Background: an optimization exercise with open tools, aiming at small area, a short achievable clock period and few clock cycles. Do not read the settings as production practice.
At most, simulation tests tie the RTL to the original design; equivalence was not proved.
Power figures rest on the tool's default switching activity, not on a simulated workload.

// tfacc_rd_burst
module tfacc_rd_burst
#(
   parameter int NENT = 15
)(
   input  logic         clk,
   input  logic         xrst,
   input  logic         cmd_valid,
   output logic         cmd_ready,
   input  logic [39:0]  cmd_adr,
   input  logic [19:0]  cmd_len,
   output logic         busy,
   output logic         done,
   output logic         err,
   output logic [3:0]   M00_AXI_ARID,
   output logic [39:0]  M00_AXI_ARADDR,
   output logic [7:0]   M00_AXI_ARLEN,
   output logic [2:0]   M00_AXI_ARSIZE,
   output logic [1:0]   M00_AXI_ARBURST,
   output logic         M00_AXI_ARVALID,
   input  logic         M00_AXI_ARREADY,
   input  logic [127:0] M00_AXI_RDATA,
   input  logic [1:0]   M00_AXI_RRESP,
   input  logic         M00_AXI_RLAST,
   input  logic         M00_AXI_RVALID,
   output logic         M00_AXI_RREADY,
   output logic [127:0] od,
   output logic         ovalid,
   input  logic         oready,
   output logic         olast
);
Settings: LEC_CHECK=0, ABC_CLOCK_PERIOD_IN_PS=2000, CAP_MARGIN=20, CORE_MARGIN=2, CORE_UTILIZATION=70, CTS_CLUSTER_DIAMETER=100, CTS_CLUSTER_SIZE=25, SETUP_SLACK_MARGIN=4.5, SLEW_MARGIN=20; clock period 7.0 ns.
run.sh (not shown) runs the stock make flow with config.mk's settings and CLKGATE_MAP_FILE= SYNTH_SCRIPT=/design/flow/synth_recipe.tcl, a recipe that flattens the netlist after the stock synthesis.
==> next run, changes <==
--- a/flow/design.v
+++ b/flow/design.v
@@ -1,69 +1,66 @@
 package tfacc_pkg;
    typedef logic [127:0] u128_t;
    localparam logic [2:0] AXI_SIZE_16B   = 3'b100;
    localparam logic [1:0] AXI_BURST_INCR = 2'b01;
 endpackage
 module tfacc_rfifo
 #(
    parameter int DEPTH = 15,
-   parameter int W     = 128
+   parameter int W     = 129
 )(
    input  logic          clk,
    input  logic          xrst,
    input  logic          i_wr_vld,
    input  logic [W-1:0]  i_wr_dat,
-   input  logic          i_wr_last,  
    input  logic          i_fin,      
    output logic          o_vld,
    output logic [W-1:0]  o_dat,
    output logic          o_last,     
    input  logic          i_rdy
 );
    logic [W-1:0]     r_mem [0:DEPTH-1];
    logic [DEPTH-1:0] r_wptr;
    logic [DEPTH-1:0] r_rptr;
    logic             r_ne;       
    logic             r_full;     
    logic             w_ld;
    logic             w_rd;
-   logic             w_wr;       
    logic             w_one;      
    logic             w_almost;   
    logic [W-1:0]     w_head;
    assign w_ld     = !o_vld || i_rdy;
    assign w_rd     = r_ne && w_ld;
-   assign w_wr     = i_wr_vld && (r_ne || !w_ld);
    assign w_one    = |({r_rptr[DEPTH-2:0], r_rptr[DEPTH-1]} & r_wptr);
    assign w_almost = |({r_wptr[DEPTH-2:0], r_wptr[DEPTH-1]} & r_rptr);
    always_comb begin
-      w_head = i_wr_dat & {W{!r_ne}};
-      for (int i = 0; i < DEPTH; i++) w_head = w_head | (r_mem[i] & {W{r_rptr[i] && r_ne}});
+      w_head = '0;
+      for (int i = 0; i < DEPTH; i++) w_head = w_head | (r_mem[i] & {W{r_rptr[i]}});
    end
    always_ff @(posedge clk) begin
       if (!xrst) begin
          r_wptr <= DEPTH'(1);
          r_rptr <= DEPTH'(1);
          r_ne   <= 1'b0;
          r_full <= 1'b0;
          o_vld  <= 1'b0;
       end else begin
-         if (w_wr) r_wptr <= {r_wptr[DEPTH-2:0], r_wptr[DEPTH-1]};
-         if (w_rd) r_rptr <= {r_rptr[DEPTH-2:0], r_rptr[DEPTH-1]};
-         r_ne   <= w_wr || (r_ne && !(w_rd && w_one));
-         r_full <= (r_full && !(w_rd && !w_wr)) || (w_wr && !w_rd && w_almost);
-         if (w_ld) o_vld <= r_ne || i_wr_vld;
+         if (i_wr_vld) r_wptr <= {r_wptr[DEPTH-2:0], r_wptr[DEPTH-1]};
+         if (w_rd)     r_rptr <= {r_rptr[DEPTH-2:0], r_rptr[DEPTH-1]};
+         r_ne   <= i_wr_vld || (r_ne && !(w_rd && w_one));
+         r_full <= (r_full && !(w_rd && !i_wr_vld)) || (i_wr_vld && !w_rd && w_almost);
+         if (w_ld) o_vld <= r_ne;
       end
    end
    always_ff @(posedge clk) begin
       if (w_ld) begin
          o_dat  <= w_head;
-         o_last <= r_ne ? (w_one && i_fin) : i_wr_last;
+         o_last <= w_one && i_fin;
       end
    end
    always_ff @(posedge clk) begin
       for (int i = 0; i < DEPTH; i++)
          if (r_wptr[i] && !r_full) r_mem[i] <= i_wr_dat;
    end
 endmodule
 module tfacc_rd_burst
 #(
@@ -151,19 +148,18 @@
    assign M00_AXI_RREADY  = 1'b1;
    tfacc_rfifo #(
       .DEPTH(NENT),
       .W    (128)
    ) u_rfifo (
       .clk      (clk),
       .xrst     (xrst),
       .i_wr_vld (w_wr),
       .i_wr_dat (M00_AXI_RDATA),
-      .i_wr_last(M00_AXI_RLAST && r_alliss && !r_bo[1]),
       .i_fin    (r_alliss && !r_bo[0]),
       .o_vld    (ovalid),
       .o_dat    (od),
       .o_last   (olast),
       .i_rdy    (oready)
    );
    always_ff @(posedge clk) begin
       if (!xrst) begin
          s_idle   <= 1'b1;
Result: Synthesized area shrinks slightly. Core utilization shrinks by 0.51 points. Sequential power stays flat. Via count shrinks by a few percent. Worst setup slack loses 0.019 ns. Design area shrinks by a few percent.
Testbench counts after the change, summed over its fixed seeds: cycles 303,354.
The RTL of the first run of this note was laid out without a check of its function.

-- separate check: timing with driven ports --
The flow's constraints put no driver on any port. The routed layouts listed below were extracted and timed again, unchanged, in two steps. Step 1, drivers: a clkbuf_16 drives clk and a buf_2 each remaining input, both assumed. Step 2 moves the port delays by t, midway between the first and last clock arrival at a register: inputs arrive t later, outputs are due t later. That takes back most of the time a late clock gives input paths. Slacks: ideal ports / drivers / drivers and shift; pairs: ideal ports / drivers.
| run | t, ns | slack for setup (ns) | worst setup path at the end |
|---|---|---|---|
| the first run | 0.803 | 4.134 / 4.050 / 3.744 | input to register |
| the second run | 0.781 | 4.115 / 4.038 / 3.707 | input to register |
After both steps every run listed still meets setup and hold. The setup slack of the second run, which loses most, moves by -0.077 ns with the drivers and by -0.408 ns with both steps.
